From an optimization exercise on the open Yosys and OpenROAD flow, aimed at small area, a short achievable clock period and few clock cycles per item; shortcuts taken in it are not production practice. The RTL was checked by simulation tests, not by an equivalence proof against the original design.

===== design/flow/design.v =====
module player_motion #(
  parameter int QM         = 6,
  parameter int QN         = 10,
  parameter int MAP_BITS   = 4,
  parameter int START_X    = 1536,
  parameter int START_Y    = 11776,
  parameter int START_FX   = 0,
  parameter int START_FY   = -1024,
  parameter int START_VX   = 512,
  parameter int START_VY   = 0
) (
  input  logic                       clk,
  input  logic                       reset,
  input  logic                       tick,
  input  logic                       moveF,
  input  logic                       moveB,
  input  logic                       strafeL,
  input  logic                       strafeR,
  input  logic                       rotL,
  input  logic                       rotR,
  output logic                       map_req,
  output logic [MAP_BITS-1:0]        map_col,
  output logic [MAP_BITS-1:0]        map_row,
  input  logic                       map_ack,
  input  logic [1:0]                 map_val,
  output logic signed [QM+QN-1:0]    playerX,
  output logic signed [QM+QN-1:0]    playerY,
  output logic signed [QM+QN-1:0]    facingX,
  output logic signed [QM+QN-1:0]    facingY,
  output logic signed [QM+QN-1:0]    vplaneX,
  output logic signed [QM+QN-1:0]    vplaneY,
  output logic                       busy,
  output logic                       done,
  output logic                       missed
);
  localparam int W  = QM + QN;
  localparam int WR = W + QN;         
  localparam int CB = 2 * MAP_BITS;   
  localparam int TB = QN + MAP_BITS;  
  typedef enum logic [1:0] {IDLE, PRE, PX, PY} state_t;
  state_t              st_q;
  logic [5:0]          ctrl_q;
  logic                done_q, missed_q, xrej_q, cur_ok_q;
  logic signed [W-1:0] px_q, py_q, fx_q, fy_q, vx_q, vy_q;
  logic [CB-1:0]       probe_q;
  logic [5:0] btn;
  logic       bF, bB, bL, bR, rl, rr;
  assign btn = (st_q == IDLE) ? {moveF, moveB, strafeL, strafeR, rotL, rotR} : ctrl_q;
  assign {bF, bB, bL, bR, rl, rr} = btn;
  localparam int WS = 18;
  localparam int WD = WS - QN;        
  logic [WS-1:0] p5, q5, s1, s2;
  logic signed [WD-1:0] dp, dnp, dq, dnq, d1p, d1n, d2p, d2n, e1p, e1n, e2p, e2n;
  logic signed [WD-1:0] cp_q, cnp_q, cq_q, cnq_q, c1p_q, c1n_q, c2p_q, c2n_q;
  logic                 cand_ok_q;
  logic signed [WD-1:0] dx8, dy8;
  logic signed [W-1:0]  dx, dy, nx, ny;
  logic                 fwd_p, fwd_n, sd_r, sd_l;
  pm_add #(WS) u_p5 (.a(WS'(fx_q) << 2), .b(WS'(fx_q)), .ci(1'b0), .y(p5));
  pm_add #(WS) u_q5 (.a(WS'(fy_q) << 2), .b(WS'(fy_q)), .ci(1'b0), .y(q5));
  pm_add #(WS) u_s1 (.a(p5), .b(q5), .ci(1'b0), .y(s1));
  pm_add #(WS) u_s2 (.a(p5), .b(~q5), .ci(1'b1), .y(s2));
  function automatic logic signed [WD-1:0] neg_step(input logic [WS-1:0] v);
    neg_step = ~v[WS-1:QN] + WD'(v[QN-1:0] == '0);
  endfunction
  always_comb begin
    dp  = p5[WS-1:QN];
    dq  = q5[WS-1:QN];
    d1p = s1[WS-1:QN];
    d2p = s2[WS-1:QN];
    dnp = neg_step(p5);
    dnq = neg_step(q5);
    d1n = neg_step(s1);
    d2n = neg_step(s2);
  end
  pm_diag u_e1p (.d(d1p), .y(e1p));
  pm_diag u_e1n (.d(d1n), .y(e1n));
  pm_diag u_e2p (.d(d2p), .y(e2p));
  pm_diag u_e2n (.d(d2n), .y(e2n));
  always_ff @(posedge clk) begin
    cp_q  <= dp;
    cnp_q <= dnp;
    cq_q  <= dq;
    cnq_q <= dnq;
    c1p_q <= e1p;
    c1n_q <= e1n;
    c2p_q <= e2p;
    c2n_q <= e2n;
  end
  always_comb begin
    fwd_p = bF & ~bB;
    fwd_n = bB & ~bF;
    sd_r  = bR & ~bL;
    sd_l  = bL & ~bR;
    dx8 = '0;
    dy8 = '0;
    case ({fwd_p, fwd_n, sd_r, sd_l})
      4'b1000: begin dx8 = cp_q;  dy8 = cq_q;  end
      4'b0100: begin dx8 = cnp_q; dy8 = cnq_q; end
      4'b0010: begin dx8 = cnq_q; dy8 = cp_q;  end
      4'b0001: begin dx8 = cq_q;  dy8 = cnp_q; end
      4'b1010: begin dx8 = c2p_q; dy8 = c1p_q; end
      4'b1001: begin dx8 = c1p_q; dy8 = c2n_q; end
      4'b0110: begin dx8 = c1n_q; dy8 = c2p_q; end
      4'b0101: begin dx8 = c2n_q; dy8 = c1n_q; end
      default: ;
    endcase
    dx = W'(dx8);
    dy = W'(dy8);
    nx = px_q + dx;
    ny = py_q + dy;
  end
  logic signed [W-1:0] rfx, rfy, rvx, rvy;
  pm_rot u_rfx (.c(fx_q), .s(fy_q), .neg(rr), .y(rfx));
  pm_rot u_rfy (.c(fy_q), .s(fx_q), .neg(rl), .y(rfy));
  pm_rot u_rvx (.c(vx_q), .s(vy_q), .neg(rr), .y(rvx));
  pm_rot u_rvy (.c(vy_q), .s(vx_q), .neg(rl), .y(rvy));
  logic [CB-1:0] cell_x, cell_y;
  logic chg_x, chg_y, off_x, off_y, same_cx, same_ry, same_y, byp_y, cur_x, cur_y;
  logic known_x, rej_x, known_y, rej_y, wall_in, commit, moved;
  logic signed [W-1:0] nxf, nyf;
  assign wall_in = map_val != 2'b00;
  always_comb begin
    chg_x   = dx != '0;
    chg_y   = dy != '0;
    off_x   = nx[W-1:TB] != '0;
    off_y   = ny[W-1:TB] != '0;
    same_cx = nx[TB-1:QN] == px_q[TB-1:QN];
    same_ry = ny[TB-1:QN] == py_q[TB-1:QN];
    cell_x  = {nx[TB-1:QN], py_q[TB-1:QN]};
    case (st_q)
      PX:      begin known_x = map_ack; rej_x = wall_in; end
      PY:      begin known_x = 1'b1;    rej_x = xrej_q;  end
      default: begin known_x = !chg_x || off_x || (same_cx && cur_ok_q); rej_x = chg_x && off_x; end
    endcase
    nxf    = rej_x ? px_q : nx;
    cell_y = {nxf[TB-1:QN], ny[TB-1:QN]};
    same_y = (rej_x || same_cx) && same_ry;
    byp_y  = st_q == PX && (!rej_x || same_cx) && same_ry;
    if (st_q == PY) begin
      known_y = map_ack;
      rej_y   = wall_in;
    end else begin
      known_y = !chg_y || off_y || (same_y && cur_ok_q) || (byp_y && map_ack);
      rej_y   = chg_y && (off_y || (byp_y && wall_in));
    end
    nyf    = rej_y ? py_q : ny;
    commit = known_x && known_y && (st_q != IDLE || (tick && cand_ok_q));
    moved  = nxf[TB-1:QN] != px_q[TB-1:QN] || nyf[TB-1:QN] != py_q[TB-1:QN];
    cur_x  = same_cx;
    cur_y  = same_y;
  end
  always_ff @(posedge clk or negedge reset) begin
    if (!reset) begin
      st_q     <= IDLE;
      done_q   <= 1'b0;
      missed_q <= 1'b0;
      cur_ok_q <= 1'b0;
      cand_ok_q <= 1'b0;
      px_q     <= W'(START_X);
      py_q     <= W'(START_Y);
      fx_q     <= W'(START_FX);
      fy_q     <= W'(START_FY);
      vx_q     <= W'(START_VX);
      vy_q     <= W'(START_VY);
    end else begin
      done_q   <= commit;
      cand_ok_q <= !(commit && (rl ^ rr));
      missed_q <= tick && (st_q != IDLE);
      if (commit && !rej_x) px_q <= nx;
      if (commit && !rej_y) py_q <= ny;
      if (commit && (rl ^ rr)) begin
        fx_q <= rfx;
        fy_q <= rfy;
        vx_q <= rvx;
        vy_q <= rvy;
      end
      if (commit) begin
        st_q <= IDLE;
      end else if (st_q == IDLE && tick && !cand_ok_q) begin
        st_q <= PRE;
      end else if ((st_q == IDLE && tick) || st_q == PRE || (st_q == PX && map_ack)) begin
        st_q <= known_x ? PY : PX;
      end
      if (commit && moved)
        cur_ok_q <= 1'b1;
      else if (map_ack && !wall_in && ((st_q == PX && cur_x) || (st_q == PY && cur_y)))
        cur_ok_q <= 1'b1;
    end
  end
  always_ff @(posedge clk) begin
    if (st_q == IDLE) ctrl_q <= {moveF, moveB, strafeL, strafeR, rotL, rotR};
    if (st_q != PY) xrej_q <= rej_x;
    if (st_q != PY) probe_q <= known_x ? cell_y : cell_x;
  end
  assign busy    = st_q != IDLE;
  assign map_req = st_q == PX || st_q == PY;
  assign map_col = probe_q[CB-1:MAP_BITS];
  assign map_row = probe_q[MAP_BITS-1:0];
  assign playerX = px_q;
  assign playerY = py_q;
  assign facingX = fx_q;
  assign facingY = fy_q;
  assign vplaneX = vx_q;
  assign vplaneY = vy_q;
  assign done    = done_q;
  assign missed  = missed_q;
endmodule
module pm_rot (
  input  logic signed [15:0] c,
  input  logic signed [15:0] s,
  input  logic neg,
  output logic signed [15:0] y
);
  logic [14:0] x;
  assign x = s[14:0] ^ {15{neg}};
  logic r_s1, r_c2, r_s3, r_c4, r_s5, r_c6, r_s7, r_c8, r_s9, r_c10, r_s11, r_c12, r_s13, r_c14, r_s15, r_c16, r_s17, r_c18, r_s19, r_c20, r_s21, r_c22, r_s23, r_c24, r_s25, r_c26, r_s27, r_c28, r_s29, r_c30, r_s31, r_c32, r_s33, r_c34, r_s35, r_c36, r_s37, r_c38, r_s39, r_c40, r_s41, r_c42, r_s43, r_c44, r_s45, r_c46, r_s47, r_c48, r_s49, r_c50, r_s51, r_c52, r_s53, r_c54, r_s55, r_c56, r_s57, r_c58, r_s59, r_c60, r_s61, r_c62, r_s63, r_c64, r_s65, r_c66, r_s67, r_c68, r_s69, r_c70, r_s71, r_c72, r_s73, r_c74, r_s75, r_c76, r_s77, r_c78, r_s79, r_c80, r_s81, r_c82, r_s83, r_c84, r_s85, r_c86, r_s87, r_c88, r_s89, r_c90, r_s91, r_c92, r_s93, r_c94, r_s95, r_c96, r_s97, r_c98, r_s99, r_c100, r_s101, r_c102, r_s103, r_c104, r_s105, r_c106, r_s107, r_c108, r_s109, r_c110, r_s111, r_c112, r_s113, r_c114, r_s115, r_c116, r_s117, r_c118, r_s119, r_c120, r_s121, r_c122, r_s123, r_c124, r_s125, r_c126, r_s127, r_c128, r_s129, r_c130, r_s131, r_c132;
  assign r_s1 = c[4] ^ x[8];
  assign r_c2 = c[4] & x[8];
  assign r_s3 = c[5] ^ x[9];
  assign r_c4 = c[5] & x[9];
  assign r_s5 = x[0] ^ x[1];
  assign r_c6 = x[0] & x[1];
  assign r_s7 = x[1] ^ x[2];
  assign r_c8 = x[1] & x[2];
  assign r_s9 = x[0] ^ x[2] ^ x[3];
  assign r_c10 = (x[0] & x[2]) | (x[0] & x[3]) | (x[2] & x[3]);
  assign r_s11 = ~c[4] ^ x[6];
  assign r_c12 = ~c[4] & x[6];
  assign r_s13 = x[1] ^ x[3] ^ x[4];
  assign r_c14 = (x[1] & x[3]) | (x[1] & x[4]) | (x[3] & x[4]);
  assign r_s15 = ~c[5] ^ x[7];
  assign r_c16 = ~c[5] & x[7];
  assign r_s17 = x[2] ^ x[4] ^ x[5];
  assign r_c18 = (x[2] & x[4]) | (x[2] & x[5]) | (x[4] & x[5]);
  assign r_s19 = ~c[6] ^ x[8];
  assign r_c20 = ~c[6] & x[8];
  assign r_s21 = x[3] ^ x[5] ^ x[6];
  assign r_c22 = (x[3] & x[5]) | (x[3] & x[6]) | (x[5] & x[6]);
  assign r_s23 = ~c[7] ^ x[9];
  assign r_c24 = ~c[7] & x[9];
  assign r_s25 = c[0] ^ x[4] ^ x[6];
  assign r_c26 = (c[0] & x[4]) | (c[0] & x[6]) | (x[4] & x[6]);
  assign r_s27 = x[7] ^ ~c[8] ^ x[10];
  assign r_c28 = (x[7] & ~c[8]) | (x[7] & x[10]) | (~c[8] & x[10]);
  assign r_s29 = c[1] ^ x[5] ^ x[7];
  assign r_c30 = (c[1] & x[5]) | (c[1] & x[7]) | (x[5] & x[7]);
  assign r_s31 = x[8] ^ ~c[9] ^ x[11];
  assign r_c32 = (x[8] & ~c[9]) | (x[8] & x[11]) | (~c[9] & x[11]);
  assign r_s33 = c[2] ^ x[6] ^ x[8];
  assign r_c34 = (c[2] & x[6]) | (c[2] & x[8]) | (x[6] & x[8]);
  assign r_s35 = x[9] ^ ~c[10] ^ x[12];
  assign r_c36 = (x[9] & ~c[10]) | (x[9] & x[12]) | (~c[10] & x[12]);
  assign r_s37 = c[3] ^ x[7] ^ x[9];
  assign r_c38 = (c[3] & x[7]) | (c[3] & x[9]) | (x[7] & x[9]);
  assign r_s39 = x[10] ^ ~c[11] ^ x[13];
  assign r_c40 = (x[10] & ~c[11]) | (x[10] & x[13]) | (~c[11] & x[13]);
  assign r_s41 = r_s1 ^ x[10] ^ x[11];
  assign r_c42 = (r_s1 & x[10]) | (r_s1 & x[11]) | (x[10] & x[11]);
  assign r_s43 = ~c[12] ^ ~x[14] ^ 1'b1;
  assign r_c44 = (~c[12] & ~x[14]) | (~c[12] & 1'b1) | (~x[14] & 1'b1);
  assign r_s45 = r_s3 ^ x[11] ^ x[12];
  assign r_c46 = (r_s3 & x[11]) | (r_s3 & x[12]) | (x[11] & x[12]);
  assign r_s47 = ~c[13] ^ 1'b1 ^ r_c2;
  assign r_c48 = (~c[13] & 1'b1) | (~c[13] & r_c2) | (1'b1 & r_c2);
  assign r_s49 = c[6] ^ x[10] ^ x[12];
  assign r_c50 = (c[6] & x[10]) | (c[6] & x[12]) | (x[10] & x[12]);
  assign r_s51 = x[13] ^ c[14] ^ r_c4;
  assign r_c52 = (x[13] & c[14]) | (x[13] & r_c4) | (c[14] & r_c4);
  assign r_s53 = c[7] ^ x[11] ^ x[13];
  assign r_c54 = (c[7] & x[11]) | (c[7] & x[13]) | (x[11] & x[13]);
  assign r_s55 = x[0] ^ ~c[1];
  assign r_c56 = x[0] & ~c[1];
  assign r_s57 = r_s5 ^ ~c[2] ^ x[4];
  assign r_c58 = (r_s5 & ~c[2]) | (r_s5 & x[4]) | (~c[2] & x[4]);
  assign r_s59 = r_s7 ^ ~c[3] ^ x[5];
  assign r_c60 = (r_s7 & ~c[3]) | (r_s7 & x[5]) | (~c[3] & x[5]);
  assign r_s61 = r_s9 ^ r_s11 ^ neg;
  assign r_c62 = (r_s9 & r_s11) | (r_s9 & neg) | (r_s11 & neg);
  assign r_s63 = r_s13 ^ r_s15 ^ r_c10;
  assign r_c64 = (r_s13 & r_s15) | (r_s13 & r_c10) | (r_s15 & r_c10);
  assign r_s65 = r_s17 ^ r_s19 ^ r_c14;
  assign r_c66 = (r_s17 & r_s19) | (r_s17 & r_c14) | (r_s19 & r_c14);
  assign r_s67 = r_s21 ^ r_s23 ^ r_c18;
  assign r_c68 = (r_s21 & r_s23) | (r_s21 & r_c18) | (r_s23 & r_c18);
  assign r_s69 = r_s25 ^ r_s27 ^ r_c22;
  assign r_c70 = (r_s25 & r_s27) | (r_s25 & r_c22) | (r_s27 & r_c22);
  assign r_s71 = r_s29 ^ r_s31 ^ r_c26;
  assign r_c72 = (r_s29 & r_s31) | (r_s29 & r_c26) | (r_s31 & r_c26);
  assign r_s73 = r_s33 ^ r_s35 ^ r_c30;
  assign r_c74 = (r_s33 & r_s35) | (r_s33 & r_c30) | (r_s35 & r_c30);
  assign r_s75 = r_s37 ^ r_s39 ^ r_c34;
  assign r_c76 = (r_s37 & r_s39) | (r_s37 & r_c34) | (r_s39 & r_c34);
  assign r_s77 = r_s41 ^ r_s43 ^ r_c38;
  assign r_c78 = (r_s41 & r_s43) | (r_s41 & r_c38) | (r_s43 & r_c38);
  assign r_s79 = r_s45 ^ r_s47 ^ r_c42;
  assign r_c80 = (r_s45 & r_s47) | (r_s45 & r_c42) | (r_s47 & r_c42);
  assign r_s81 = r_s49 ^ r_s51 ^ r_c46;
  assign r_c82 = (r_s49 & r_s51) | (r_s49 & r_c46) | (r_s51 & r_c46);
  assign r_s83 = r_s53 ^ ~x[14] ^ r_c50;
  assign r_c84 = (r_s53 & ~x[14]) | (r_s53 & r_c50) | (~x[14] & r_c50);
  assign r_s85 = c[8] ^ x[12] ^ ~x[14];
  assign r_c86 = (c[8] & x[12]) | (c[8] & ~x[14]) | (x[12] & ~x[14]);
  assign r_s87 = c[9] ^ x[13];
  assign r_c88 = c[9] & x[13];
  assign r_s89 = ~c[0] ^ x[2];
  assign r_c90 = ~c[0] & x[2];
  assign r_s91 = r_s55 ^ x[3] ^ neg;
  assign r_c92 = (r_s55 & x[3]) | (r_s55 & neg) | (x[3] & neg);
  assign r_s93 = r_s57 ^ neg ^ r_c56;
  assign r_c94 = (r_s57 & neg) | (r_s57 & r_c56) | (neg & r_c56);
  assign r_s95 = r_s59 ^ r_c6 ^ r_c58;
  assign r_c96 = (r_s59 & r_c6) | (r_s59 & r_c58) | (r_c6 & r_c58);
  assign r_s97 = r_s61 ^ r_c8 ^ r_c60;
  assign r_c98 = (r_s61 & r_c8) | (r_s61 & r_c60) | (r_c8 & r_c60);
  assign r_s99 = r_s63 ^ r_c12 ^ r_c62;
  assign r_c100 = (r_s63 & r_c12) | (r_s63 & r_c62) | (r_c12 & r_c62);
  assign r_s101 = r_s65 ^ r_c16 ^ r_c64;
  assign r_c102 = (r_s65 & r_c16) | (r_s65 & r_c64) | (r_c16 & r_c64);
  assign r_s103 = r_s67 ^ r_c20 ^ r_c66;
  assign r_c104 = (r_s67 & r_c20) | (r_s67 & r_c66) | (r_c20 & r_c66);
  assign r_s105 = r_s69 ^ r_c24 ^ r_c68;
  assign r_c106 = (r_s69 & r_c24) | (r_s69 & r_c68) | (r_c24 & r_c68);
  assign r_s107 = r_s71 ^ r_c28 ^ r_c70;
  assign r_c108 = (r_s71 & r_c28) | (r_s71 & r_c70) | (r_c28 & r_c70);
  assign r_s109 = r_s73 ^ r_c32 ^ r_c72;
  assign r_c110 = (r_s73 & r_c32) | (r_s73 & r_c72) | (r_c32 & r_c72);
  assign r_s111 = r_s75 ^ r_c36 ^ r_c74;
  assign r_c112 = (r_s75 & r_c36) | (r_s75 & r_c74) | (r_c36 & r_c74);
  assign r_s113 = r_s77 ^ r_c40 ^ r_c76;
  assign r_c114 = (r_s77 & r_c40) | (r_s77 & r_c76) | (r_c40 & r_c76);
  assign r_s115 = r_s79 ^ r_c44 ^ r_c78;
  assign r_c116 = (r_s79 & r_c44) | (r_s79 & r_c78) | (r_c44 & r_c78);
  assign r_s117 = r_s81 ^ r_c48 ^ r_c80;
  assign r_c118 = (r_s81 & r_c48) | (r_s81 & r_c80) | (r_c48 & r_c80);
  assign r_s119 = r_s83 ^ r_c52 ^ r_c82;
  assign r_c120 = (r_s83 & r_c52) | (r_s83 & r_c82) | (r_c52 & r_c82);
  assign r_s121 = r_s85 ^ r_c54 ^ r_c84;
  assign r_c122 = (r_s85 & r_c54) | (r_s85 & r_c84) | (r_c54 & r_c84);
  assign r_s123 = r_s87 ^ 1'b1 ^ r_c86;
  assign r_c124 = (r_s87 & 1'b1) | (r_s87 & r_c86) | (1'b1 & r_c86);
  assign r_s125 = c[10] ^ ~x[14] ^ r_c88;
  assign r_c126 = (c[10] & ~x[14]) | (c[10] & r_c88) | (~x[14] & r_c88);
  assign r_s127 = c[11] ^ 1'b1;
  assign r_c128 = c[11] & 1'b1;
  assign r_s129 = c[12] ^ 1'b1;
  assign r_c130 = c[12] & 1'b1;
  assign r_s131 = c[13] ^ 1'b1;
  assign r_c132 = c[13] & 1'b1;
  logic [24:0] ha, hb, t;
  assign ha = {~c[14], r_s131, r_s129, r_s127, r_s125, r_s123, r_s121, r_s119, r_s117, r_s115, r_s113, r_s111, r_s109, r_s107, r_s105, r_s103, r_s101, r_s99, r_s97, r_s95, r_s93, r_s91, r_s89, x[1], x[0]};
  assign hb = {r_c132, r_c130, r_c128, r_c126, r_c124, r_c122, r_c120, r_c118, r_c116, r_c114, r_c112, r_c110, r_c108, r_c106, r_c104, r_c102, r_c100, r_c98, r_c96, r_c94, r_c92, r_c90, 1'b1, 1'b0, neg};
  pm_add #(25) u_t (.a(ha), .b(hb), .ci(1'b0), .y(t));
  assign y = {t[24], t[24:10]};
endmodule
module pm_diag (
  input  logic signed [7:0] d,
  output logic signed [7:0] y
);
  logic d_s1, d_c2, d_s3, d_c4, d_s5, d_c6, d_s7, d_c8, d_s9, d_c10, d_s11, d_c12, d_s13, d_c14, d_s15, d_c16, d_s17, d_c18, d_s19, d_c20, d_s21, d_c22, d_s23, d_c24, d_s25, d_c26, d_s27, d_c28, d_s29, d_c30, d_s31, d_c32, d_s33, d_c34, d_s35, d_c36, d_s37, d_c38, d_s39, d_c40, d_s41, d_c42;
  assign d_s1 = d[0] ^ d[2] ^ d[3];
  assign d_c2 = (d[0] & d[2]) | (d[0] & d[3]) | (d[2] & d[3]);
  assign d_s3 = d[1] ^ d[3] ^ d[4];
  assign d_c4 = (d[1] & d[3]) | (d[1] & d[4]) | (d[3] & d[4]);
  assign d_s5 = d[2] ^ d[4];
  assign d_c6 = d[2] & d[4];
  assign d_s7 = d[3] ^ d[5];
  assign d_c8 = d[3] & d[5];
  assign d_s9 = d[0] ^ d[1];
  assign d_c10 = d[0] & d[1];
  assign d_s11 = d[1] ^ d[2] ^ d[4];
  assign d_c12 = (d[1] & d[2]) | (d[1] & d[4]) | (d[2] & d[4]);
  assign d_s13 = d_s1 ^ d[5] ^ ~d[7];
  assign d_c14 = (d_s1 & d[5]) | (d_s1 & ~d[7]) | (d[5] & ~d[7]);
  assign d_s15 = d_s3 ^ d[6] ^ 1'b1;
  assign d_c16 = (d_s3 & d[6]) | (d_s3 & 1'b1) | (d[6] & 1'b1);
  assign d_s17 = d_s5 ^ d[5] ^ ~d[7];
  assign d_c18 = (d_s5 & d[5]) | (d_s5 & ~d[7]) | (d[5] & ~d[7]);
  assign d_s19 = d_s7 ^ d[6] ^ 1'b1;
  assign d_c20 = (d_s7 & d[6]) | (d_s7 & 1'b1) | (d[6] & 1'b1);
  assign d_s21 = d[4] ^ d[6] ^ ~d[7];
  assign d_c22 = (d[4] & d[6]) | (d[4] & ~d[7]) | (d[6] & ~d[7]);
  assign d_s23 = d[0] ^ d[2];
  assign d_c24 = d[0] & d[2];
  assign d_s25 = d_s9 ^ d[3] ^ d[5];
  assign d_c26 = (d_s9 & d[3]) | (d_s9 & d[5]) | (d[3] & d[5]);
  assign d_s27 = d_s11 ^ d[6] ^ d_c10;
  assign d_c28 = (d_s11 & d[6]) | (d_s11 & d_c10) | (d[6] & d_c10);
  assign d_s29 = d_s13 ^ 1'b1 ^ d_c12;
  assign d_c30 = (d_s13 & 1'b1) | (d_s13 & d_c12) | (1'b1 & d_c12);
  assign d_s31 = d_s15 ^ d_c2 ^ d_c14;
  assign d_c32 = (d_s15 & d_c2) | (d_s15 & d_c14) | (d_c2 & d_c14);
  assign d_s33 = d_s17 ^ d_c4 ^ d_c16;
  assign d_c34 = (d_s17 & d_c4) | (d_s17 & d_c16) | (d_c4 & d_c16);
  assign d_s35 = d_s19 ^ d_c6 ^ d_c18;
  assign d_c36 = (d_s19 & d_c6) | (d_s19 & d_c18) | (d_c6 & d_c18);
  assign d_s37 = d_s21 ^ d_c8 ^ d_c20;
  assign d_c38 = (d_s21 & d_c8) | (d_s21 & d_c20) | (d_c8 & d_c20);
  assign d_s39 = d[5] ^ ~d[7] ^ d_c22;
  assign d_c40 = (d[5] & ~d[7]) | (d[5] & d_c22) | (~d[7] & d_c22);
  assign d_s41 = d[6] ^ 1'b1;
  assign d_c42 = d[6] & 1'b1;
  logic [14:0] ha, hb, t;
  assign ha = {~d[7], d_s41, d_s39, d_s37, d_s35, d_s33, d_s31, d_s29, d_s27, d_s25, d_s23, d[1], d[0], d[1], d[0]};
  assign hb = {d_c42, d_c40, d_c38, d_c36, d_c34, d_c32, d_c30, d_c28, d_c26, d_c24, d[4], d[3], d[2], 1'b0, 1'b0};
  pm_add #(15) u_t (.a(ha), .b(hb), .ci(1'b0), .y(t));
  assign y = {t[14], t[14:8]};
endmodule
module pm_add #(parameter int N = 16) (
  input  logic [N-1:0] a,
  input  logic [N-1:0] b,
  input  logic         ci,
  output logic [N-1:0] y
);
  localparam int L = (N > 16) ? 5 : (N > 8) ? 4 : (N > 4) ? 3 : (N > 2) ? 2 : 1;
  logic [N-1:0] gu [0:L];
  logic [N-1:0] pu [0:L];
  logic [N-1:0] gd [0:L];
  logic [N-1:0] pd [0:L];
  logic [N-1:0] p0;
  assign p0 = a ^ b;
  assign pu[0] = p0;
  assign gu[0] = (a & b) | {{(N-1){1'b0}}, p0[0] & ci};
  for (genvar l = 0; l < L; l++) begin : g_up
    for (genvar j = 0; j < N; j++) begin : g_bit
      if ((j + 1) % (2 << l) == 0) begin : g_op
        assign gu[l+1][j] = gu[l][j] | (pu[l][j] & gu[l][j - (1 << l)]);
        assign pu[l+1][j] = pu[l][j] & pu[l][j - (1 << l)];
      end else begin : g_pass
        assign gu[l+1][j] = gu[l][j];
        assign pu[l+1][j] = pu[l][j];
      end
    end
  end
  assign gd[L] = gu[L];
  assign pd[L] = pu[L];
  for (genvar l = L - 1; l >= 0; l--) begin : g_dn
    for (genvar j = 0; j < N; j++) begin : g_bit
      if (j >= 3 * (1 << l) - 1 && (j + 1 - 3 * (1 << l)) % (2 << l) == 0) begin : g_op
        assign gd[l][j] = gd[l+1][j] | (pd[l+1][j] & gd[l+1][j - (1 << l)]);
        assign pd[l][j] = pd[l+1][j] & pd[l+1][j - (1 << l)];
      end else begin : g_pass
        assign gd[l][j] = gd[l+1][j];
        assign pd[l][j] = pd[l+1][j];
      end
    end
  end
  assign y = p0 ^ {gd[0][N-2:0], ci};
endmodule

===== design/flow/run.sh =====
#!/bin/bash
# synth_recipe.tcl (not shown) runs the flow's synth.tcl, then flattens the netlist and writes it again
# the make line also repeats each setting of config.mk as NAME=value (left out here)
make -C /OpenROAD-flow-scripts/flow DESIGN_CONFIG=/design/flow/config.mk WORK_HOME=/design/flow/orfs CLKGATE_MAP_FILE= SYNTH_SCRIPT=/design/flow/synth_recipe.tcl finish

===== design/flow/config.mk =====
export PLATFORM = sky130hd
export DESIGN_NAME = player_motion
export DESIGN_NICKNAME = player_motion
export VERILOG_FILES = /design/flow/design.v
export SDC_FILE = /design/flow/constraint.sdc
export NUM_CORES = 4
export LEC_CHECK = 0
export ABC_AREA = 1
export CAP_MARGIN = 20
export CORE_MARGIN = 2
export CORE_UTILIZATION = 40
export SLEW_MARGIN = 20

===== design/flow/constraint.sdc =====
create_clock -name core_clock -period 11.5 [get_ports {clk}]
set_input_delay 2.3000 -clock core_clock [delete_from_list [all_inputs] [get_ports {clk}]]
set_output_delay 2.3000 -clock core_clock [all_outputs]
set_load 0.01 [all_outputs]

==> results of run 1 <==
## cell type report
class | instances | area [µm²] | area share, %
multi-input combinational | 2061 | 17600 | 65.3
clock inverter | 15 | 146 | 0.543
sequential | 173 | 4060 | 15.1
clock buffer | 17 | 425 | 1.58
inverter | 661 | 2480 | 9.20
timing repair buffer | 128 | 1260 | 4.66
tap | 782 | 978 | 3.63
## worst max-delay path, delay by kind of cell, from the launching register on
kind | cells | cell delay (ns)
adders and majority gates | 10 | 3.72
AOI/OAI and AO/OA | 6 | 1.28
xor gates and xnor gates | 4 | 1.12
buffers and inverters | 7 | 0.90
and+or+nand+nor | 8 | 0.77
DFF | 1 | 0.66
## worst paths after layout
| check | from | end | depth (start not counted) |
|---|---|---|---|
| max in group asynchronous | reset | vy_q[4]$_DFFE_PN0P_ | 2 |
| max reg2reg | fy_q[1]$_DFFE_PN0P_ | c1n_q[4]$_DFF_P_ | 35 |
| max | fy_q[1]$_DFFE_PN0P_ | c1n_q[4]$_DFF_P_ | 35 |
| min in group asynchronous | reset | px_q[5]$_DFFE_PN0P_ | 1 |
| min | px_q[9]$_DFFE_PN1P_ | px_q[9]$_DFFE_PN1P_ | 2 |
| min reg2reg | px_q[9]$_DFFE_PN1P_ | px_q[9]$_DFFE_PN1P_ | 2 |
## cell usage after synthesis, types with 34 or more instances
cell     number
inv_1       657
a21oi_1      93
xor2_1      115
xnor2_1      85
o21ai_0      62
nor2_1      105
nand2_1     526
dfxtp_1      66
dfrtp_1      86
ha_1        322
o21ai_1      45
nand4_1      34
fa_1        294
nand3_1     203
## metrics by stage
| stage | instance area [µm²] | std cells | util [%] | hold WS [ns] |
|---|---|---|---|---|
| 6_report | 27000 | 3837 | 44.5 | 0.489 |
| 2_1_floorplan | 24600 | 2970 | - | 0.451 |
| 3_5_place_dp | 26400 | 3805 | 43.5 | 0.480 |
| 5_1_grt | 27000 | 3837 | 44.5 | 0.516 |
| 3_3_place_gp | 26400 | 3805 | 43.5 | 0.473 |
| 4_1_cts | 26900 | 3837 | 44.5 | 0.492 |
## cell families (layout without fill, tap and decap cells)
group,Yosys count,after routing
adders and majority gates,621,621
buffers and inverters,736,821
AOI/OAI and AO/OA,316,316
xor gates and xnor gates,200,200
and+or+nand+nor,924,924
DFF,173,173
## state kept, by name (all words and copies together) (netlist names), 2 cells and up
signal   cells
ctrl_q       6
cnq_q        8
px_q        16
cp_q         8
vy_q        15
c2n_q        7
st_q         2
py_q        16
c1n_q        7
vx_q        15
cq_q         8
fy_q        15
probe_q      8
fx_q        15
c1p_q        7
cnp_q        8
c2p_q        7
## per-layer routing
layer | up-vias | wire [µm] | share of wire [%] | GRT usage, %
li1 | 9431 | - | - | -
met2 | 342 | 28800 | 47 | 33.3
met4 | 0 | 1410 | 2.3 | 6.17
met1 | 8862 | 28800 | 47 | 27.6
met3 | 71 | 2420 | 3.9 | 3.22
met5 | - | 0 | 0 | 0
==> results.txt, run 1 <==
outcome=finished clean; final worst slack=2.90 ns; setup bufs post-CTS=0; number of nets with antenna violations after routing=0; vias per cell=4.88; Seq/Total Area, Yosys=16.5%; Yosys warnings=16; commonest non-fill, non-tap cell in the layout=inv_1; Post-CTS Hold Buffers=0; # rows=90; syn avg cell area=8.30 µm²; syn_nets=3,598; slowest stage delay, CP=0.66 ns; die width=252 µm; final worst path period share=74.7%; initial antenna violation count=0; XOR/XNOR share of the synthesized area=7.11%; DR vias=18,700; CTS tree=yes; CTS clk-pin slew, worst paths=0.08 ns; Mapped Area=24,600 µm²; worst hold path class=reg -> reg; DP Worst Slack=2.87 ns; cts bufs inserted=17; Clock Skew=0.0184 ns; first-pass GRT wire length=101,000 µm; Register-to-Register Setup Slack=2.90 ns; commonest non-fill, non-tap cells in the layout=inv_1, nand2_1, ha_1, fa_1, nand3_1; async set or reset register ratio after synthesis=56.6%; core box area=60,600 µm²; Tmin final=8.60 ns; synth top area cells=fa_1, ha_1, inv_1; Synth Area in Simple Gates=16.0%; unrepaired setup endpoints after global routing=false; final number of setup-violating endpoints=0; CP Capture Type=register; pin count of the biggest net entering global routing=60; largest family of logic cells by synthesized area=adder cells; Die Y=252 µm; adder-cell area share of the yosys netlist=40.4%; Post-synth EDFFs=9; initial DRC count=1,066; GRT overflow=0; Slowest cell on crit path=dfrtp_1; Slew HR=35.8%; Post-Synthesis Cells=2,970; clk latency of the worst-skew pair=0.51 ns; routed wire length=61,400 µm; clk sinks=173; Worst Setup Start Kind=register; distinct cell type count after synthesis=53; Max Slew Vio Count=0; worst slew pin tran=0.964 ns; nets=3,670; post-synthesis mux area share=0%; most used flip-flop cell after synthesis=dfrtp_1; max_cap viols=0; share of layout cells above drive strength 1=3.27%; vias in the first global route=18,900; clock buffer depth=2; n_diodes=0; routability cong.=0.934; Setup CP Type=reg -> reg; Synth top area share=23.9%; clock root buffer master=clkbuf_16; GRT Total Usage=20.3%; Buffers on Ports=119; dominant cell type by area after synthesis=fa_1; Pre-Repair DR Iteration Count=5; CP arrival=8.98 ns; Post-DP HPWL=50,200 µm; # DRC=0; area grow syn2layout=9.40%; setup total negative slack=0 ns; Worst path most repeated cell=inv_1; Max Fanout on Critical Path=8; Avg WL per Cell=16.0 µm; CTS resizes=0; H-Tree Depth=4; Fill cells=6,045; fmax=116 MHz; Fin. Hold Viols=0; Synth Area in Compound Gates=7.73%; Worst Path Required=11.89 ns; DIE AREA=63,600 µm²; io pins=120; Starting Density=40.7%; count of state elements after synthesis=173
Testbench counts, summed over its fixed seeds: cycles 3,970, ticks 3,200.
==> inputs of run 2 (changes only) <==
--- a/design/flow/design.v
+++ b/design/flow/design.v
@@ -51,7 +51,7 @@
   localparam int WD = WS - QN;        
   logic [WS-1:0] p5, q5, s1, s2;
   logic signed [WD-1:0] dp, dnp, dq, dnq, d1p, d1n, d2p, d2n, e1p, e1n, e2p, e2n;
-  logic signed [WD-1:0] cp_q, cnp_q, cq_q, cnq_q, c1p_q, c1n_q, c2p_q, c2n_q;
+  logic signed [WD-1:0] c1p_q, c1n_q, c2p_q, c2n_q;
   logic                 cand_ok_q;
   logic signed [WD-1:0] dx8, dy8;
   logic signed [W-1:0]  dx, dy, nx, ny;
@@ -78,10 +78,6 @@
   pm_diag u_e2p (.d(d2p), .y(e2p));
   pm_diag u_e2n (.d(d2n), .y(e2n));
   always_ff @(posedge clk) begin
-    cp_q  <= dp;
-    cnp_q <= dnp;
-    cq_q  <= dq;
-    cnq_q <= dnq;
     c1p_q <= e1p;
     c1n_q <= e1n;
     c2p_q <= e2p;
@@ -95,10 +91,10 @@
     dx8 = '0;
     dy8 = '0;
     case ({fwd_p, fwd_n, sd_r, sd_l})
-      4'b1000: begin dx8 = cp_q;  dy8 = cq_q;  end
-      4'b0100: begin dx8 = cnp_q; dy8 = cnq_q; end
-      4'b0010: begin dx8 = cnq_q; dy8 = cp_q;  end
-      4'b0001: begin dx8 = cq_q;  dy8 = cnp_q; end
+      4'b1000: begin dx8 = dp;  dy8 = dq;  end
+      4'b0100: begin dx8 = dnp; dy8 = dnq; end
+      4'b0010: begin dx8 = dnq; dy8 = dp;  end
+      4'b0001: begin dx8 = dq;  dy8 = dnp; end
       4'b1010: begin dx8 = c2p_q; dy8 = c1p_q; end
       4'b1001: begin dx8 = c1p_q; dy8 = c2n_q; end
       4'b0110: begin dx8 = c1n_q; dy8 = c2p_q; end
@@ -117,7 +113,7 @@
   pm_rot u_rvy (.c(vy_q), .s(vx_q), .neg(rl), .y(rvy));
   logic [CB-1:0] cell_x, cell_y;
   logic chg_x, chg_y, off_x, off_y, same_cx, same_ry, same_y, byp_y, cur_x, cur_y;
-  logic known_x, rej_x, known_y, rej_y, wall_in, commit, moved;
+  logic known_x, rej_x, known_y, rej_y, wall_in, commit, moved, cand_use;
   logic signed [W-1:0] nxf, nyf;
   assign wall_in = map_val != 2'b00;
   always_comb begin
@@ -145,7 +141,8 @@
       rej_y   = chg_y && (off_y || (byp_y && wall_in));
     end
     nyf    = rej_y ? py_q : ny;
-    commit = known_x && known_y && (st_q != IDLE || (tick && cand_ok_q));
+    cand_use = (bF ^ bB) && (bL ^ bR);
+    commit = known_x && known_y && (st_q != IDLE || (tick && (cand_ok_q || !cand_use)));
     moved  = nxf[TB-1:QN] != px_q[TB-1:QN] || nyf[TB-1:QN] != py_q[TB-1:QN];
     cur_x  = same_cx;
     cur_y  = same_y;
@@ -177,7 +174,7 @@
       end
       if (commit) begin
         st_q <= IDLE;
-      end else if (st_q == IDLE && tick && !cand_ok_q) begin
+      end else if (st_q == IDLE && tick && !cand_ok_q && cand_use) begin
         st_q <= PRE;
       end else if ((st_q == IDLE && tick) || st_q == PRE || (st_q == PX && map_ack)) begin
         st_q <= known_x ? PY : PX;
==> run 2 against run 1 <==
Effect of this change: final cell count is 6.6% lower; flip-flop and latch count down 32.
==> results.txt, run 2 <==
n_diodes=0 (unchanged); outcome=finished clean; setup bufs post-CTS=0 (unchanged); first-pass GRT wire length=101,000 µm (-0.25%); worst slew pin tran=1.05 ns (+0.0902 ns); initial DRC count=1,009 (-5.3%); core box area=57,400 µm² (-5.3%); Tmin final=9.04 ns (+0.444 ns); DP Worst Slack=2.53 ns (-0.338 ns); Post-synth EDFFs=9 (unchanged); Post-Synthesis Cells=2,719 (-8.5%); final worst path period share=78.6% (+3.9 points); final number of setup-violating endpoints=0 (unchanged); routability cong.=0.951 (+1.8%); syn avg cell area=8.49 µm² (+2.3%); unrepaired setup endpoints after global routing=false; CP Capture Type=register; Post-CTS Hold Buffers=0 (unchanged); number of nets with antenna violations after routing=0 (unchanged); initial antenna violation count=0 (unchanged); vias per cell=4.97 (+2.0%); max_cap viols=0 (unchanged); Die Y=244 µm (-3.2%); count of state elements after synthesis=141 (-18%); nets=3,434 (-6.4%); CP arrival=9.41 ns (+0.43 ns); area grow syn2layout=10.5%; # DRC=0 (unchanged); share of layout cells above drive strength 1=3.37% (+0.098 points); cts bufs inserted=17 (unchanged); Clock Skew=0.0136 ns (-0.00474 ns); clk sinks=141 (-18%); Buffers on Ports=119 (unchanged); Seq/Total Area, Yosys=14.8% (-1.7 points); final worst slack=2.46 ns (-0.444 ns); worst hold path class=reg -> reg; clock buffer depth=2 (unchanged); setup total negative slack=0 ns (unchanged); Fin. Hold Viols=0 (unchanged); Mapped Area=23,100 µm² (-6.3%); count leader, synth=inv_1; synth top area cells=fa_1, ha_1, inv_1; CTS resizes=0 (unchanged); H-Tree Depth=4 (unchanged); dominant cell type by area after synthesis=fa_1; syn_nets=3,348 (-6.9%); commonest non-fill, non-tap cell in the layout=inv_1; Post-DP HPWL=50,400 µm (+0.43%); CTS tree=yes; GRT Total Usage=21.5% (+1.2 points); Max Slew Vio Count=0 (unchanged); vias in the first global route=19,100 (+0.85%); async set or reset register ratio after synthesis=69.5% (+13 points); CTS clk-pin slew, worst paths=0.07 ns (about the same); clk latency of the worst-skew pair=0.49 ns (-0.02 ns); Yosys warnings=16 (unchanged); Slew HR=29.7% (-6.0 points); DR vias=17,800 (-4.8%); Bufs and invs on worst path=5 (-2); Max Fanout on Critical Path=9 (+1); Avg WL per Cell=17.0 µm (+6.4%); biggest registers after layout=px_q: 16 flops, py_q: 16 flops; GRT overflow=0 (unchanged); most used flip-flop cell after synthesis=dfrtp_1; clock root buffer master=clkbuf_16; fmax=111 MHz (-4.9%); # rows=88 (-2.2%); Synth top area share=26.2% (+2.3 points); distinct cell type count after synthesis=58 (+9.4%); pin count of the biggest net entering global routing=95 (+58%); routed wire length=61,000 µm (-0.66%); Worst Path Required=11.87 ns (-0.02 ns); DIE AREA=59,600 µm² (-6.2%); slowest stage delay, CP=0.64 ns (-0.02 ns); Pre-Repair DR Iteration Count=5 (unchanged); commonest non-fill, non-tap cells in the layout=inv_1, nand2_1, ha_1, fa_1, nand3_1; Worst path most repeated cell=fa_1; Starting Density=40.2% (-0.43 points); cell family with most CP delay=adder cells; io pins=120 (unchanged); synth cell count leaders=inv_1, nand2_1, ha_1, fa_1, nand3_1; die width=244 µm (-3.2%); Slowest cell on crit path=dfrtp_1; Setup CP Type=reg -> reg; Worst Setup Start Kind=register
run 2: changes by cell type after synthesis, moves of 9 or more:
cell | before | now
inv_1 | 657 | 616
nor2_1 | 105 | 90
nand2_1 | 526 | 442
nand3_1 | 203 | 130
dfxtp_1 | 66 | 34
o22ai_1 | 0 | 12
a211oi_1 | 15 | 6
xnor2_1 | 85 | 72
run 2: routing by layer:
metal  up-vias  global-route usage [%]  part of all wire, %
met5         -                       0                    0
met4         0                    6.49                  2.4
met3       100                    2.86                  3.6
met2       342                    37.5                   50
met1      8690                    27.6                   44
li1       8682                       -                    -
run 2: final timing paths:
check	from	slack (ns)	cells past startpoint	to
setup / recovery	fx_q[3]$_DFFE_PN0P_	2.46	32	c2n_q[5]$_DFF_P_
hold / removal	px_q[9]$_DFFE_PN1P_	0.48	2	px_q[9]$_DFFE_PN1P_
setup reg to reg	fx_q[3]$_DFFE_PN0P_	2.46	32	c2n_q[5]$_DFF_P_
hold reg to reg	px_q[9]$_DFFE_PN1P_	0.48	2	px_q[9]$_DFFE_PN1P_
max in group asynchronous	reset	8.67	3	fy_q[10]$_DFFE_PN1P_
min in group asynchronous	reset	1.75	1	px_q[6]$_DFFE_PN0P_
run 2: metrics by stage:
step                      std cells  area (µm²)  hold WS (ns)  util (%)
final                          3583       25500         0.484      44.5
after global routing           3583       25500         0.506      44.5
after CTS                      3582       25500         0.488      44.4
after detailed placement       3550       24900         0.475      43.4
after global placement         3550       24900         0.477      43.4
after floorplan                2719       23100         0.460         -
run 2: final cells by class:
class,count,area [µm²]
Clock inverter,10,91.3
Multi-Input combinational cell,1895,17000
Clock buffer,22,465
Sequential cell,141,3420
Inverter,623,2340
Timing Repair Buffer,127,1270
Fill cell,5575,31900
Tap cell,765,957
run 2: worst register-to-register path: cells and delay by family, from the launching register on:
family	cells	cell delay, ns
adders and majority gates	11	4.14
xor gates and xnor gates	3	0.87
buffers and inverters	5	0.60
and+or+nand+nor	7	0.82
AOI/OAI and AO/OA	6	1.82
DFF	1	0.64
run 2: kinds of logic after synthesis:
group	after synthesis	share of synthesized area (%)
xor+xnor	195	7.43
flops	141	14.8
fa+ha+maj	623	43.5
buf+inv	683	11.8
compound gates	326	8.50
simple gates	751	13.9
Testbench counts of run 2, summed over its fixed seeds: cycles 3,403, ticks 3,200.
==> inputs of run 3 (changes only) <==
--- a/design/flow/config.mk
+++ b/design/flow/config.mk
@@ -9,4 +9,5 @@
 export CAP_MARGIN = 20
 export CORE_MARGIN = 2
 export CORE_UTILIZATION = 40
+export SETUP_SLACK_MARGIN = 3.5
 export SLEW_MARGIN = 20
==> run 3 against run 2 <==
Effect of this change: non-clock buffer count is 38 higher; critical path depth is 3 higher; wire length is 2.1% higher; first-iteration DRC count is 4.3% higher; via count is 1.3% higher; clock-buffer cell count stayed put; core utilization is 1.6 points higher; area after synthesis stayed put.
==> results.txt, run 3 <==
Worst Path Required=11.86 ns (about the same); io pins=120 (unchanged); clk sinks=141 (unchanged); synth cell count leaders=inv_1, nand2_1, ha_1, fa_1, nand3_1; Synth top area share=26.2% (unchanged); Bufs and invs on worst path=7 (+2); vias per cell=4.98 (+0.21%); clk latency of the worst-skew pair=0.49 ns (about the same); final number of setup-violating endpoints=0 (unchanged); outcome=finished clean; FF-to-FF Start=fx_q[0]$_DFFE_PN0P_; cell family with most CP delay=adder cells; dominant cell type by area after synthesis=fa_1; GRT Total Usage=21.6% (+0.17 points); Setup CP Type=reg -> reg; DIE AREA=59,600 µm² (unchanged); count of state elements after synthesis=141 (unchanged); Yosys warnings=16 (unchanged); hold_sp=px_q[9]$_DFFE_PN1P_; n_diodes=0 (unchanged); Die Y=244 µm (unchanged); Mapped Area=23,100 µm² (unchanged); vias in the first global route=19,300 (+0.81%); clock root buffer master=clkbuf_16; number of nets with antenna violations after routing=0 (unchanged); async set or reset register ratio after synthesis=69.5% (unchanged); final worst path period share=67.6% (-11 points); routability cong.=0.951 (unchanged); synth top area cells=fa_1, ha_1, inv_1; Worst Setup Start Kind=register; area occupied by multi-input gates=17,500 µm² (+3.3%); slowest stage delay, CP=0.53 ns (-0.11 ns); storage element area=3430 µm² (+0.44%); unrepaired setup endpoints after global routing=false; # rows=88 (unchanged); Pre-Repair DR Iteration Count=5 (unchanged); distinct cell type count after synthesis=58 (unchanged); Post-Synthesis Cells=2,719 (unchanged); Slew HR=48.8% (+19 points); final core occ=46.0% (+1.6 points); max_cap viols=0 (unchanged); syn avg cell area=8.49 µm² (unchanged); CTS tree=yes; share of layout cells above drive strength 1=7.81% (+4.4 points); Seq/Total Area, Yosys=14.8% (unchanged); worst hold path class=reg -> reg; DR vias=18,000 (+1.3%); worst setup path startpoint=fx_q[0]$_DFFE_PN0P_; biggest registers after layout=px_q: 16 flops, py_q: 16 flops; pin count of the biggest net entering global routing=95 (unchanged); Tmin final=7.78 ns (-1.26 ns); Max Slew Vio Count=0 (unchanged); first-pass GRT wire length=102,000 µm (+0.76%); Worst path most repeated cell=inv_1; count leader, synth=inv_1; die width=244 µm (unchanged); CP Capture Type=register; nets=3,473 (+1.1%); most used flip-flop cell after synthesis=dfrtp_1; GRT overflow=0 (unchanged); worst slew pin tran=0.766 ns (-0.288 ns); core box area=57,400 µm² (unchanged); cts bufs inserted=17 (unchanged); CTS clk-pin slew, worst paths=0.07 ns (about the same); Buffers on Ports=119 (unchanged); fmax=129 MHz (+16%); commonest non-fill, non-tap cell in the layout=inv_1; Fin. Hold Viols=0 (unchanged); routed wire length=62,200 µm (+2.1%); Slowest cell on crit path=fa_1; H-Tree Depth=4 (unchanged); commonest non-fill, non-tap cells in the layout=inv_1, nand2_1, ha_1, fa_1, nand3_1; Fill cells=5,492 (-1.5%); CP arrival=8.14 ns (-1.27 ns); setup total negative slack=0 ns (unchanged); initial DRC count=1,052 (+4.3%); Post-DP HPWL=50,400 µm (unchanged); clock buffer depth=2 (unchanged); Max Fanout on Critical Path=6 (-3); Post-CTS Hold Buffers=0 (unchanged); Starting Density=40.2% (unchanged); Post-synth EDFFs=9 (unchanged); area grow syn2layout=14.4%; # DRC=0 (unchanged); syn_nets=3,348 (unchanged); initial antenna violation count=0 (unchanged); Avg WL per Cell=17.2 µm (+0.96%); Clock Skew=0.0136 ns (+0.00000260 ns)
==> run 3: cell counts after synthesis <==
Identical to the previous run, type by type.
==> run 3: area by class of cell <==
class | instances | share of cell area, %
clock inverter | 10 | 0.346
sequential | 141 | 13.0
timing repair buffer | 165 | 6.02
multi-input combinational | 1896 | 66.4
clock buffer | 22 | 1.76
tap | 765 | 3.62
inverter | 623 | 8.89
==> run 3: metrics by stage <==
stage / hold WS (ns) / worst slack, ns / cell area [µm²] / cells
CTS: 0.488 / 3.45 / 25700 / 3593
floorplan: 0.460 / 3.87 / 23100 / 2719
finish: 0.484 / 3.72 / 26400 / 3622
global placement: 0.477 / 2.60 / 24900 / 3550
detailed placement: 0.475 / 2.53 / 24900 / 3550
global route: 0.506 / 3.42 / 26400 / 3622
==> run 3: what timing repair did <==
| item | in CTS | in global routing |
|---|---|---|
| setup buffers | 10 | 28 |
| pin swaps | 1 | 32 |
| gates resized for setup | 30 | 89 |
| cloned | 1 | 0 |
| endpoints found under the setup margin | 108 | 112 |
| hold endpoints to repair | 0 | 0 |
==> run 3: layer usage <==
metal | track usage, % | routed length [µm] | part of all wire (%) | vias up
met1 | 27.6 | 27300 | 44 | 8830
met3 | 3.05 | 2310 | 3.7 | 101
met2 | 38.0 | 31200 | 50 | 364
li1 | - | - | - | 8751
met4 | 6.65 | 1500 | 2.4 | 0
met5 | 0 | 0 | 0 | -
==> run 3: kinds of logic after synthesis <==
kind of cell | count (synthesis) | share of synthesized area (%)
xor gates and xnor gates | 195 | 7.43
and+or+nand+nor | 751 | 13.9
AOI/OAI and AO/OA | 326 | 8.50
adders and majority gates | 623 | 43.5
DFF | 141 | 14.8
buffers and inverters | 683 | 11.8
==> run 3: final timing paths <==
path                                         to  slack (ns)  depth (start not counted)
min in group asynchronous   px_q[6]$_DFFE_PN0P_        1.74                          1
hold reg to reg             px_q[9]$_DFFE_PN1P_        0.48                          2
hold / removal              px_q[9]$_DFFE_PN1P_        0.48                          2
max in group asynchronous  fy_q[10]$_DFFE_PN1P_        8.66                          3
setup reg to reg               c2n_q[4]$_DFF_P_        3.72                         35
setup / recovery               c2n_q[4]$_DFF_P_        3.72                         35
==> run 3: worst min-delay path, stage by stage, from the launching register on <==
cell,delay [ns]
dfstp_2,0.38
nand2_1,0.05
o21ai_1,0.05
==> inputs of run 4 (changes only) <==
--- a/design/flow/config.mk
+++ b/design/flow/config.mk
@@ -9,5 +9,5 @@
 export CAP_MARGIN = 20
 export CORE_MARGIN = 2
 export CORE_UTILIZATION = 40
-export SETUP_SLACK_MARGIN = 3.5
+export SETUP_SLACK_MARGIN = 4.0
 export SLEW_MARGIN = 20
==> run 4 against run 3 <==
Effect of this change: die area did not move; clock-buffer cell count rose by 4; flip-flop and latch count did not move; non-clock buffer count rose by 61; critical endpoint is now c2n_q[1]$_DFF_P_; sequential share of layout area fell by 0.56 points; still clean; via count rose by 2.4%; setup slack improved by 0.28 ns; critical path type unchanged; final cell count rose by 1.7%; global-route usage rose by 0.47 points; fmax rose by 3.8%.
==> results.txt, run 4 <==
outcome=finished clean; fmax=133 MHz (+3.8%); H-Tree Depth=4 (unchanged); Post-synth EDFFs=9 (unchanged); Worst Setup Start Kind=register; n_diodes=0 (unchanged); count leader, synth=inv_1; final worst path period share=65.2% (-2.4 points); WHS=0.480 ns (-0.00352 ns); area grow syn2layout=19.9%; commonest non-fill, non-tap cells in the layout=inv_1, nand2_1, ha_1, fa_1, nand3_1; DR vias=18,500 (+2.4%); Post-DP HPWL=51,400 µm (+1.9%); met2 wire length=32,800 µm (+5.3%); DIE AREA=59,600 µm² (unchanged); Slew HR=46.9% (-1.9 points); clk latency of the worst-skew pair=0.49 ns (about the same); Slowest cell on crit path=fa_2; clock root buffer master=clkbuf_16; commonest non-fill, non-tap cell in the layout=inv_1; area occupied by multi-input gates=18,000 µm² (+2.9%); # rows=88 (unchanged); Die Y=244 µm (unchanged); syn_nets=3,348 (unchanged); Buffers on Ports=119 (unchanged); vias in the first global route=19,100 (-1.1%); clk sinks=141 (unchanged); count of state elements after synthesis=141 (unchanged); Starting Density=40.2% (unchanged); Avg WL per Cell=18.0 µm (+4.9%); clock buffer depth=2 (unchanged); GRT Total Usage=22.1% (+0.47 points); Pre-Repair DR Iteration Count=7 (+2); dominant cell type by area after synthesis=fa_1; # DRC=0 (unchanged); CP Capture Type=register; most used flip-flop cell after synthesis=dfrtp_1; met1 WL=29,100 µm (+6.6%); Max Fanout on Critical Path=3 (-3); R2R Path End=c2n_q[1]$_DFF_P_; Worst path most repeated cell=inv_2; async set or reset register ratio after synthesis=69.5% (unchanged); Clock Skew=0.0157 ns (+0.00202 ns); Yosys warnings=16 (unchanged); slowest stage delay, CP=0.64 ns (+0.11 ns); cts bufs inserted=17 (unchanged); synth cell count leaders=inv_1, nand2_1, ha_1, fa_1, nand3_1; Register-to-Register Setup Slack=4.00 ns (+0.28 ns); Fill cells=5,378 (-2.1%); final core occ=48.2% (+2.2 points); CTS clk-pin slew, worst paths=0.07 ns (about the same); vias per cell=5.02 (+0.70%); Post-Synthesis Cells=2,719 (unchanged); DP Worst Slack=2.69 ns (+0.160 ns); biggest registers after layout=px_q: 16 flops, py_q: 16 flops; CP arrival=7.87 ns (-0.27 ns); share of layout cells above drive strength 1=13.1% (+5.3 points); final worst slack=4.00 ns (+0.282 ns); worst slew pin tran=0.797 ns (+0.0309 ns); Min-Delay Path Depth=2 (unchanged); initial DRC count=1,129 (+7.3%); Synth top area share=26.2% (unchanged); number of nets with antenna violations after routing=0 (unchanged); syn avg cell area=8.49 µm² (unchanged); final number of setup-violating endpoints=0 (unchanged); initial antenna violation count=0 (unchanged); Setup CP Type=reg -> reg; reg2reg path depth=36 (+2.9%); Mapped Area=23,100 µm² (unchanged); setup total negative slack=0 ns (unchanged); routed wire length=66,400 µm (+6.7%); Max Slew Vio Count=0 (unchanged); worst hold path class=reg -> reg; met3 WL post-DR=2680 µm (+16%); nets=3,535 (+1.8%); first-pass GRT wire length=103,000 µm (+1.5%); synth top area cells=fa_1, ha_1, inv_1; io pins=120 (unchanged); core box area=57,400 µm² (unchanged); Fin. Hold Viols=0 (unchanged); Max Used Layer=met4; Tmin final=7.50 ns (-0.282 ns); routability cong.=0.928 (-2.4%); pin count of the biggest net entering global routing=95 (unchanged); Worst Path Required=11.87 ns (about the same); unrepaired setup endpoints after global routing=true; hold_sp=py_q[9]$_DFFE_PN1P_; GRT overflow=0 (unchanged); WHS Endpoint=py_q[9]$_DFFE_PN1P_; distinct cell type count after synthesis=58 (unchanged); FF-to-FF Start=fy_q[0]$_DFFE_PN0P_; storage element area=3440 µm² (+0.26%); CTS tree=yes; max_cap viols=0 (unchanged); Seq/Total Area, Yosys=14.8% (unchanged); die width=244 µm (unchanged)
## run 4: cell counts after synthesis
Identical to the previous run, type by type.
## run 4: cell families after synthesis
family	after synthesis	share of synthesized area, %
and+or+nand+nor	751	13.9
buffers and inverters	683	11.8
adders and majority gates	623	43.5
AOI/OAI and AO/OA	326	8.50
xor gates and xnor gates	195	7.43
DFF	141	14.8
## run 4: through the flow
stage | cells | cell area, µm²
2_1_floorplan | 2719 | 23100
3_3_place_gp | 3550 | 24900
3_5_place_dp | 3550 | 24900
4_1_cts | 3620 | 26500
5_1_grt | 3684 | 27700
6_report | 3684 | 27700
## run 4: final cells by class
class                   count  share of cell area (%)
inverters                 623                    8.59
clock buffers              26                    2.12
clock inverters             6                   0.226
well taps                 765                    3.46
flip-flops and latches    141                    12.4
repair buffers            226                    7.98
repair inverters            2                  0.0362
multi-input cells        1895                    65.2
## run 4: worst max-delay path by stage
stage / start / to / slack [ns] / cells past startpoint
floorplan: fx_q[0]$_DFFE_PN0P_ / c2n_q[5]$_DFF_P_ / 4.04 / 33
global placement: strafeR / fx_q[2]$_DFFE_PN0P_ / 2.73 / 32
detailed placement: strafeR / fx_q[2]$_DFFE_PN0P_ / 2.69 / 32
CTS: fx_q[2]$_DFFE_PN0P_ / c2n_q[4]$_DFF_P_ / 3.92 / 35
global route: fy_q[0]$_DFFE_PN0P_ / c2n_q[4]$_DFF_P_ / 3.76 / 37
finish: fy_q[0]$_DFFE_PN0P_ / c2n_q[1]$_DFF_P_ / 4.00 / 36
## run 4: layer usage
layer	vias to the layer above	global-route usage [%]
met5	-	0
met4	0	6.76
met3	94	3.08
met2	402	38.1
met1	9108	28.8
li1	8880	-
## run 4: what timing repair did
action,CTS,global route
gates resized for setup,120,129
pin swaps,39,55
endpoints found under the setup margin,118,119
setup buffers,38,54
hold buffers,0,0
gates cloned,0,10
## run 4: critical path, delay by kind of cell (launching register included)
family / cells / cell delay [ns]
AND/OR/NAND/NOR: 4 / 0.48
adder cells (fa/ha/maj): 12 / 4.16
AO/OA/AOI/OAI: 6 / 1.15
XOR/XNOR: 2 / 0.31
flip-flops: 1 / 0.43
buffers and inverters: 12 / 0.84
==> inputs of run 5 (changes only) <==
--- a/design/flow/config.mk
+++ b/design/flow/config.mk
@@ -8,6 +8,6 @@
 export ABC_AREA = 1
 export CAP_MARGIN = 20
 export CORE_MARGIN = 2
-export CORE_UTILIZATION = 40
+export CORE_UTILIZATION = 60
 export SETUP_SLACK_MARGIN = 4.0
 export SLEW_MARGIN = 20
==> run 5 against run 4 <==
Effect of this change: via count is 4.5% higher; critical endpoint is now c2n_q[5]$_DFF_P_; clock-buffer cell count is 8 lower; highest routed layer is now met5; setup slack worse by 0.15 ns.
==> results.txt, run 5 <==
CP Capture Type=register; worst slew pin tran=0.827 ns (+0.0297 ns); fmax=131 MHz (-1.9%); syn_nets=3,348 (unchanged); nets=3,545 (+0.28%); final worst path period share=66.5% (+1.3 points); Synth top area share=26.2% (unchanged); Max Slew Vio Count=0 (unchanged); Bufs and invs on worst path=6 (-6); Fin. Hold Viols=0 (unchanged); Mapped Area=23,100 µm² (unchanged); clock root buffer master=clkbuf_16; Post-synth EDFFs=9 (unchanged); DR vias=19,300 (+4.5%); clk sinks=141 (unchanged); syn avg cell area=8.49 µm² (unchanged); io pins=120 (unchanged); slowest stage delay, CP=0.54 ns (-0.10 ns); Die Y=200 µm (-18%); reg2reg path depth=34 (-5.6%); CP Depth=34 (-5.6%); count of state elements after synthesis=141 (unchanged); distinct cell type count after synthesis=58 (unchanged); H-Tree Depth=4 (unchanged); Slew HR=44.8% (-2.1 points); setup total negative slack=0 ns (unchanged); Pre-Repair DR Iteration Count=6 (-1); Tmin final=7.64 ns (+0.147 ns); count leader, synth=inv_1; area grow syn2layout=19.5%; biggest registers after layout=px_q: 16 flops, py_q: 16 flops; most used flip-flop cell after synthesis=dfrtp_1; Worst Setup Start Kind=register; Worst Path Required=11.86 ns (about the same); final worst slack=3.86 ns (-0.147 ns); vias per cell=5.62 (+12%); core box area=37,800 µm² (-34%); DP Worst Slack=2.55 ns (-0.148 ns); CTS clk-pin slew, worst paths=0.07 ns (about the same); GRT overflow=0 (unchanged); cell family with most CP delay=adder cells; dominant cell type by area after synthesis=fa_1; async set or reset register ratio after synthesis=69.5% (unchanged); WHS=0.500 ns (+0.0196 ns); Clock Skew=0.00956 ns (-0.00610 ns); Slowest cell on crit path=fa_1; DIE AREA=40,100 µm² (-33%); unrepaired setup endpoints after global routing=true; Post-Synthesis Cells=2,719 (unchanged); worst hold path class=reg -> reg; Worst path most repeated cell=fa_1; Avg WL per Cell=19.6 µm (+8.5%); commonest non-fill, non-tap cell in the layout=inv_1; synth cell count leaders=inv_1, nand2_1, ha_1, fa_1, nand3_1; vias in the first global route=19,600 (+3.0%); commonest non-fill, non-tap cells in the layout=inv_1, nand2_1, fa_1, ha_1, clkdlybuf4s50_1; Min-Delay Path Depth=2 (unchanged); clock buffer depth=2 (unchanged); Yosys warnings=16 (unchanged); Seq/Total Area, Yosys=14.8% (unchanged); initial DRC count=1,437 (+27%); GRT Total Usage=32.7% (+11 points); clk latency of the worst-skew pair=0.47 ns (-0.02 ns); outcome=finished clean; routability cong.=0.946 (+2.0%); placed insts=3,295 (-7.2%); Setup CP Type=reg -> reg; CTS tree=yes; max_cap viols=0 (unchanged); initial antenna violation count=2 (+2); # DRC=0 (unchanged); # rows=71 (-19%); cts bufs inserted=17 (unchanged); Max Fanout on Critical Path=3 (unchanged); share of layout cells above drive strength 1=14.0% (+0.95 points); Post-CTS Hold Buffers=0 (unchanged); pin count of the biggest net entering global routing=58 (-39%); routed wire length=67,300 µm (+1.3%); Starting Density=61.1% (+21 points); CP arrival=8.00 ns (+0.13 ns); die width=200 µm (-18%); Buffers on Ports=119 (unchanged); number of nets with antenna violations after routing=0 (unchanged); final number of setup-violating endpoints=0 (unchanged); Finished Layout Cells=3,440 (-6.6%); synth top area cells=fa_1, ha_1, inv_1; first-pass GRT wire length=103,000 µm (-0.20%); Post-DP HPWL=48,700 µm (-5.3%); n_diodes=0 (unchanged)
-- run 5: logic make-up after synthesis --
kind of cell / Yosys count / synth area share [%]
adders and majority gates: 623 / 43.5
and+or+nand+nor: 751 / 13.9
AOI/OAI and AO/OA: 326 / 8.50
xor gates and xnor gates: 195 / 7.43
buffers and inverters: 683 / 11.8
DFF: 141 / 14.8
-- run 5: worst paths after layout --
path / start / end / slack (ns)
worst max-delay path: fy_q[2]$_DFFE_PN0P_ / c2n_q[5]$_DFF_P_ / 3.86
worst min-delay path: py_q[9]$_DFFE_PN1P_ / py_q[9]$_DFFE_PN1P_ / 0.50
worst max register to register: fy_q[2]$_DFFE_PN0P_ / c2n_q[5]$_DFF_P_ / 3.86
worst min register to register: py_q[9]$_DFFE_PN1P_ / py_q[9]$_DFFE_PN1P_ / 0.50
max in group asynchronous: reset / px_q[8]$_DFFE_PN0P_ / 8.42
min in group asynchronous: reset / vy_q[0]$_DFFE_PN0P_ / 1.86
-- run 5: tightest hold or removal path: cells and delay by family (launching register included) --
kind / cells / cell delay, ns
and+or+nand+nor: 2 / 0.11
DFF: 1 / 0.39
-- run 5: stage by stage --
stage	util (%)	cell area, µm²
global route	73.1	27600
CTS	69.5	26200
detailed placement	65.2	24600
floorplan	-	23100
global placement	65.2	24600
finish	73.1	27600
-- run 5: layer usage --
metal	vias up	global-route usage [%]	share of wire, %
met5	-	0	0.010
met4	2	10.8	3.2
met3	143	5.53	7.8
met2	791	54.7	48
met1	9456	43.4	41
li1	8929	-	-
-- run 5: timing repair --
action	CTS	global route
endpoints found under the setup margin	120	115
pin swaps	36	53
gates resized for setup	136	140
cloned	4	9
setup buffers	43	57
-- run 5: layout make-up --
| type | instances | area, µm² |
|---|---|---|
| Inverter | 623 | 2360 |
| Tap cell | 511 | 639 |
| Sequential cell | 141 | 3430 |
| Clock inverter | 14 | 159 |
| Timing Repair Buffer | 226 | 2150 |
| Clock buffer | 18 | 429 |
| Multi-Input combinational cell | 1907 | 18400 |
| Fill cell | 2793 | 10200 |

==> re-timing with driven ports <==
How much do the figures lean on ideal ports? The routed layouts below were timed once more, with nothing changed but the port constraints.
Step 1: set_driving_cell puts a clkbuf_16 on clk and a buf_2 on each other input, an assumption about the parent block.
Step 2 times the ports against the registers' clock, not the clock port: input delays grow and output delays shrink by t, the midpoint of the rising clock arrivals with the driver on.
Slacks: ideal ports / drivers / drivers and shift; pairs: ideal ports / drivers.
run | shift t [ns] | setup WS [ns] | worst setup path at the end | slew at the worst register clock pin (ns) | worst slew at a driven data input, ns
run 1 | 0.565 | 2.905 / 2.905 / 2.902 | input to register | 0.08 / 0.08 | 0.05
run 2 | 0.538 | 2.461 / 2.461 / 2.461 | register to register | 0.07 / 0.07 | 0.04
run 3 | 0.538 | 3.721 / 3.721 / 3.360 | input to register | 0.07 / 0.07 | 0.04
run 4 | 0.535 | 4.003 / 4.003 / 3.608 | input to register | 0.07 / 0.07 | 0.04
run 5 | 0.522 | 3.856 / 3.856 / 3.681 | input to register | 0.07 / 0.07 | 0.04
After both steps setup and hold are still met in every run listed. For run 4, which loses most, drivers alone change the setup slack by 0.000 ns; drivers and shift together by -0.395 ns.
